This design comes from an exercise in tuning for small area, a short achievable clock period and few clock cycles on the open sky130 flow, not from production work.
Power and IR drop assume default switching activity.

==> flow/design.v <==
package routing_pkg;
    localparam int WORD_W     = 32;
    localparam int WORD_BYTES = WORD_W / 8;
    localparam int HEADER_WORDS = 4;
    localparam int ENTRY_WORDS  = 6;
    localparam int HEADER_BYTES = HEADER_WORDS * WORD_BYTES;
    localparam int ENTRY_BYTES  = ENTRY_WORDS * WORD_BYTES;
    localparam logic [WORD_W-1:0] HOST_MAGIC   = 32'h484F5354;
    localparam logic [WORD_W-1:0] SWITCH_MAGIC = 32'h53574348;
    localparam int HOST_ENTRY_W = 144;
    localparam int PATH_ENTRY_W = 145;
endpackage
`timescale 1ns/100ps
import routing_pkg::*;
module routing_table_reader
#(
    parameter int ADDR_W      = 16,
    parameter int HOST_IDX_W  = 6,
    parameter int SWITCH_ID_W = 4
) (
    input  logic                    clk,
    input  logic                    rst_n,
    output logic [ADDR_W-1:0]       mem_addr,
    input  logic [WORD_W-1:0]       mem_data,
    input  logic                    load_req,
    output logic                    load_ack,
    output logic                    tables_valid,
    output logic                    parse_error,
    input  logic                    host_req,
    input  logic [HOST_IDX_W-1:0]   host_index,
    output logic                    host_ack,
    output logic                    host_found,
    output logic [HOST_ENTRY_W-1:0] host_entry,
    input  logic                    path_req,
    input  logic [SWITCH_ID_W-1:0]  src_switch,
    input  logic [SWITCH_ID_W-1:0]  dst_switch,
    output logic                    path_ack,
    output logic [PATH_ENTRY_W-1:0] path_entry
);
    localparam int HW = ADDR_W - 3;
    localparam logic [3:0] S_IDLE = 4'd0,
                           S_PA   = 4'd1,
                           S_RD   = 4'd2,
                           S_ACK  = 4'd3,
                           S_L1   = 4'd4,
                           S_L2   = 4'd5,
                           S_L3   = 4'd6,
                           S_L4   = 4'd7,
                           S_L5   = 4'd8,
                           S_L6   = 4'd9,
                           S_L7   = 4'd10;
    logic [3:0]    state;
    logic          sel_host;
    logic [2:0]    ph;
    logic [HW-1:0] ahi;
    logic          a0;
    logic [3:0]    s_nx;        
    logic          b_one0, b_two0, b_neg0, b_one1, b_two1, b_s3;
    logic          hc_big;      
    logic [5:0]    hc_lo;       
    logic [HW-1:0] pbase;       
    logic [HW-1:0] kmul;        
    logic          slot0;
    logic [31:0]   slot1, slot2, slot3, slot4;
    logic          found;
    logic [7:0]    host_base;
    logic [HW-1:0] row_off;
    logic [HW-1:0] mac;
    logic          ahi_mac;
    logic [HW-1:0] ahi_oth;
    logic [HW-1:0] m_pp0, m_q1, m_pp1, m_pp2, m_s1, m_c1, m_s2, m_c2;
    assign found     = hc_big || (host_index < hc_lo);
    assign host_base = 8'd2 + 8'(host_index) * 8'd3;
    assign row_off   = pbase + HW'(dst_switch) * HW'(3);
    assign m_pp0 = (({HW{b_one0}} & kmul) | ({HW{b_two0}} & (kmul << 1))) ^ {HW{b_neg0}};
    assign m_q1  = (({HW{b_one1}} & kmul) | ({HW{b_two1}} & (kmul << 1))) ^ {HW{b_s3}};
    assign m_pp1 = {m_q1[HW-3:0], b_neg0, !b_neg0};
    assign m_pp2 = ({HW{b_s3}} & (kmul << 4)) | {{(HW-3){1'b0}}, b_s3, 2'b00};
    assign m_s1  = ahi ^ m_pp0 ^ m_pp1;
    assign m_c1  = ((ahi & m_pp0) | (ahi & m_pp1) | (m_pp0 & m_pp1)) << 1;
    assign m_s2  = m_s1 ^ m_c1 ^ m_pp2;
    assign m_c2  = ((m_s1 & m_c1) | (m_s1 & m_pp2) | (m_c1 & m_pp2)) << 1;
    assign mac   = m_s2 + m_c2;
    assign mem_addr = {ahi, a0, 2'b00};
    always_comb begin
        case (state)
            S_IDLE:       s_nx = src_switch;
            S_L2, S_L6:   s_nx = 4'd3;
            default:      s_nx = 4'd0;
        endcase
    end
    always_ff @(posedge clk) begin
        b_one0 <= s_nx[0];
        b_two0 <= s_nx[1] && !s_nx[0];
        b_neg0 <= s_nx[1];
        b_one1 <= s_nx[2] ^ s_nx[1];
        b_two1 <= (s_nx[2] == s_nx[1]) && (s_nx[3] != s_nx[2]);
        b_s3   <= s_nx[3];
    end
    always_comb begin
        ahi_mac = 1'b0;
        ahi_oth = ahi;
        case (state)
            S_IDLE: begin
                if (load_req)      ahi_oth = '0;
                else if (host_req) ahi_oth = HW'(host_base);
                else if (path_req) ahi_oth = row_off;
            end
            S_PA, S_L3, S_L4: ahi_mac = 1'b1;
            S_RD:   ahi_mac = (ph != 3'd5) && a0;
            S_ACK:  if (!(load_ack && load_req) && !(host_ack && host_req)
                        && !(path_ack && path_req)) ahi_oth = '0;
            S_L2:   ahi_oth = HW'(1);
            S_L6:   ahi_oth = HW'(2);
            S_L7:   ahi_oth = '0;
            default: ;
        endcase
    end
    always_ff @(posedge clk or negedge rst_n) begin
        if (!rst_n) ahi <= '0;
        else        ahi <= ahi_mac ? mac : ahi_oth;
    end
    always_ff @(posedge clk or negedge rst_n) begin
        if (!rst_n) begin
            state        <= S_IDLE;
            a0           <= 1'b0;
            load_ack     <= 1'b0;
            tables_valid <= 1'b0;
            parse_error  <= 1'b0;
            host_ack     <= 1'b0;
            path_ack     <= 1'b0;
        end else begin
            case (state)
                S_IDLE: begin
                    if (load_req) begin
                        a0    <= 1'b1;
                        state <= S_L1;
                    end else if (host_req) begin
                        sel_host   <= 1'b1;
                        host_found <= found;
                        if (found) begin
                            ph    <= 3'd1;
                            state <= S_RD;
                        end else begin
                            host_ack <= 1'b1;
                            state    <= S_ACK;
                        end
                    end else if (path_req) begin
                        sel_host <= 1'b0;
                        state    <= S_PA;
                    end
                end
                S_PA: begin
                    ph    <= 3'd0;
                    state <= S_RD;
                end
                S_RD: begin
                    if (ph == 3'd5) begin
                        host_ack <= sel_host;
                        path_ack <= !sel_host;
                        state    <= S_ACK;
                    end else begin
                        ph       <= ph + 1'b1;
                        a0       <= !a0;
                    end
                end
                S_ACK: begin
                    if (!(load_ack && load_req) && !(host_ack && host_req)
                        && !(path_ack && path_req)) begin
                        load_ack <= 1'b0;
                        host_ack <= 1'b0;
                        path_ack <= 1'b0;
                        a0       <= 1'b0;
                        state    <= S_IDLE;
                    end
                end
                S_L1: begin
                    if (mem_data != HOST_MAGIC) begin
                        tables_valid <= 1'b0;
                        parse_error  <= 1'b1;
                        load_ack     <= 1'b1;
                        state        <= S_ACK;
                    end else begin
                        state <= S_L2;
                    end
                end
                S_L2: begin
                    state <= S_L3;
                end
                S_L3: begin
                    a0    <= 1'b0;
                    state <= S_L4;
                end
                S_L4: begin
                    state <= S_L5;
                end
                S_L5: begin
                    tables_valid <= (mem_data == SWITCH_MAGIC);
                    parse_error  <= (mem_data != SWITCH_MAGIC);
                    load_ack     <= 1'b1;
                    state        <= S_L6;
                end
                S_L6: begin
                    if (!load_req) load_ack <= 1'b0;
                    state <= S_L7;
                end
                S_L7: begin
                    if (!load_req) load_ack <= 1'b0;
                    state <= (load_ack && load_req) ? S_ACK : S_IDLE;
                end
                default: state <= S_IDLE;
            endcase
        end
    end
    always_ff @(posedge clk) begin
        if (state == S_L2) begin
            hc_big <= |mem_data[31:6];
            hc_lo  <= mem_data[5:0];
        end
        if (state == S_L5) begin
            pbase <= ahi;
        end
        if (state == S_L2 || state == S_L6) begin
            kmul <= mem_data[HW-1:0];
        end else if (state == S_L7) begin
            kmul <= mac;
        end
        if (state == S_RD) begin
            if (ph == 3'd1) slot0 <= mem_data[0];
            if (ph == 3'd2) slot1 <= mem_data;
            if (ph == 3'd3) slot2 <= mem_data;
            if (ph == 3'd4) slot3 <= mem_data;
            if (ph == 3'd5) slot4 <= mem_data;
        end
    end
    assign host_entry = {slot1, slot2, slot3[15:0], slot3[31:16],
                         slot4[7:0], slot4[15:8], slot4[23:16], slot4[31:24],
                         mem_data[7:0], mem_data[15:8]};
    assign path_entry = {slot0, slot1[15:0], slot1[31:16], slot2, slot3[15:0], slot3[31:16],
                         slot4[7:0], slot4[15:8], slot4[23:16], slot4[31:24],
                         mem_data[7:0], mem_data[15:8]};
endmodule
==> flow/config.mk <==
export PLATFORM = sky130hd
export DESIGN_NAME = routing_table_reader
export DESIGN_NICKNAME = routing_table_reader
export VERILOG_FILES = /design/flow/design.v
export SDC_FILE = /design/flow/constraint.sdc
export NUM_CORES = 4
export LEC_CHECK = 0
export CAP_MARGIN = 20
export CORE_MARGIN = 2
export CORE_UTILIZATION = 30
export SETUP_SLACK_MARGIN = 4.25
export SLEW_MARGIN = 20
==> flow/constraint.sdc <==
create_clock -name core_clock -period 8.0 [get_ports {clk}]
set_input_delay 1.6000 -clock core_clock [delete_from_list [all_inputs] [get_ports {clk}]]
set_output_delay 1.6000 -clock core_clock [all_outputs]
set_load 0.01 [all_outputs]
standard.sh (not shown) runs the stock make flow with config.mk's settings and CLKGATE_MAP_FILE= SYNTH_SCRIPT=/design/flow/synth_recipe.tcl, a recipe that flattens the netlist after the stock synthesis.
==> flow/flow/run.sh <==
#!/bin/bash
# Standard synthesis, then the standard layout with plain buffers on the ports.
set -euo pipefail
bash standard.sh synth > synth.log 2>&1
export BUFFER_PORTS_ARGS="-buffer_cell sky130_fd_sc_hd__buf_1"
bash standard.sh finish > layout.log 2>&1
==> next run, changes <==
--- a/flow/design.v
+++ b/flow/design.v
@@ -45,13 +45,14 @@
                            S_L1   = 4'd4,
                            S_L2   = 4'd5,
                            S_L3   = 4'd6,
                            S_L4   = 4'd7,
                            S_L5   = 4'd8,
                            S_L6   = 4'd9,
-                           S_L7   = 4'd10;
+                           S_L7   = 4'd10,
+                           S_L8   = 4'd11;
     logic [3:0]    state;
     logic          sel_host;
     logic [2:0]    ph;
     logic [HW-1:0] ahi;
     logic          a0;
     logic [3:0]    s_nx;        
@@ -103,19 +104,19 @@
         case (state)
             S_IDLE: begin
                 if (load_req)      ahi_oth = '0;
                 else if (host_req) ahi_oth = HW'(host_base);
                 else if (path_req) ahi_oth = row_off;
             end
-            S_PA, S_L3, S_L4: ahi_mac = 1'b1;
+            S_PA, S_L3, S_L4, S_L7: ahi_mac = 1'b1;
             S_RD:   ahi_mac = (ph != 3'd5) && a0;
             S_ACK:  if (!(load_ack && load_req) && !(host_ack && host_req)
                         && !(path_ack && path_req)) ahi_oth = '0;
             S_L2:   ahi_oth = HW'(1);
             S_L6:   ahi_oth = HW'(2);
-            S_L7:   ahi_oth = '0;
+            S_L8:   ahi_oth = '0;
             default: ;
         endcase
     end
     always_ff @(posedge clk or negedge rst_n) begin
         if (!rst_n) ahi <= '0;
         else        ahi <= ahi_mac ? mac : ahi_oth;
@@ -203,12 +204,16 @@
                 S_L6: begin
                     if (!load_req) load_ack <= 1'b0;
                     state <= S_L7;
                 end
                 S_L7: begin
                     if (!load_req) load_ack <= 1'b0;
+                    state <= S_L8;
+                end
+                S_L8: begin
+                    if (!load_req) load_ack <= 1'b0;
                     state <= (load_ack && load_req) ? S_ACK : S_IDLE;
                 end
                 default: state <= S_IDLE;
             endcase
         end
     end
@@ -219,14 +224,14 @@
         end
         if (state == S_L5) begin
             pbase <= ahi;
         end
         if (state == S_L2 || state == S_L6) begin
             kmul <= mem_data[HW-1:0];
-        end else if (state == S_L7) begin
-            kmul <= mac;
+        end else if (state == S_L8) begin
+            kmul <= ahi;
         end
         if (state == S_RD) begin
             if (ph == 3'd1) slot0 <= mem_data[0];
             if (ph == 3'd2) slot1 <= mem_data;
             if (ph == 3'd3) slot2 <= mem_data;
             if (ph == 3'd4) slot3 <= mem_data;
What happened:
- The changed run produced a clean layout
- power is higher by 2.2%
- flip-flop and latch count stays the same
- design area went down by 1.3%
- register-to-register slack improves by 160 ps
- fmax is about the same
- die area falls by about 1%
- wire length shrinks by 3.7%
- worst setup slack improves by 6.5 ps
- hold slack degrades by 34 ps
No functional check of the RTL was part of any run of this note.

## what the ideal ports hide
In the flow no input, the clock included, has a driving cell. The finished layouts below were timed again as built, in two steps.
Step 1 assumes that a clkbuf_16 drives the clock port and a buf_2 every other input.
Step 2 also shifts input and output timing later by t, the mid clock arrival at the registers, as if the neighbouring blocks saw the same clock.
Slacks: ideal / step 1 / step 2; pairs: ideal / step 1.
run | t, ns | setup WS [ns] | slew at the worst register clock pin (ns)
the first run | 0.493 | 4.282 / 4.282 / 4.004 | 0.08 / 0.08
the second run | 0.498 | 4.289 / 4.266 / 4.005 | 0.09 / 0.09
After both steps every run listed still meets setup and hold. For the second run, which loses most, drivers alone change the setup slack by -0.023 ns; drivers and shift together by -0.284 ns.
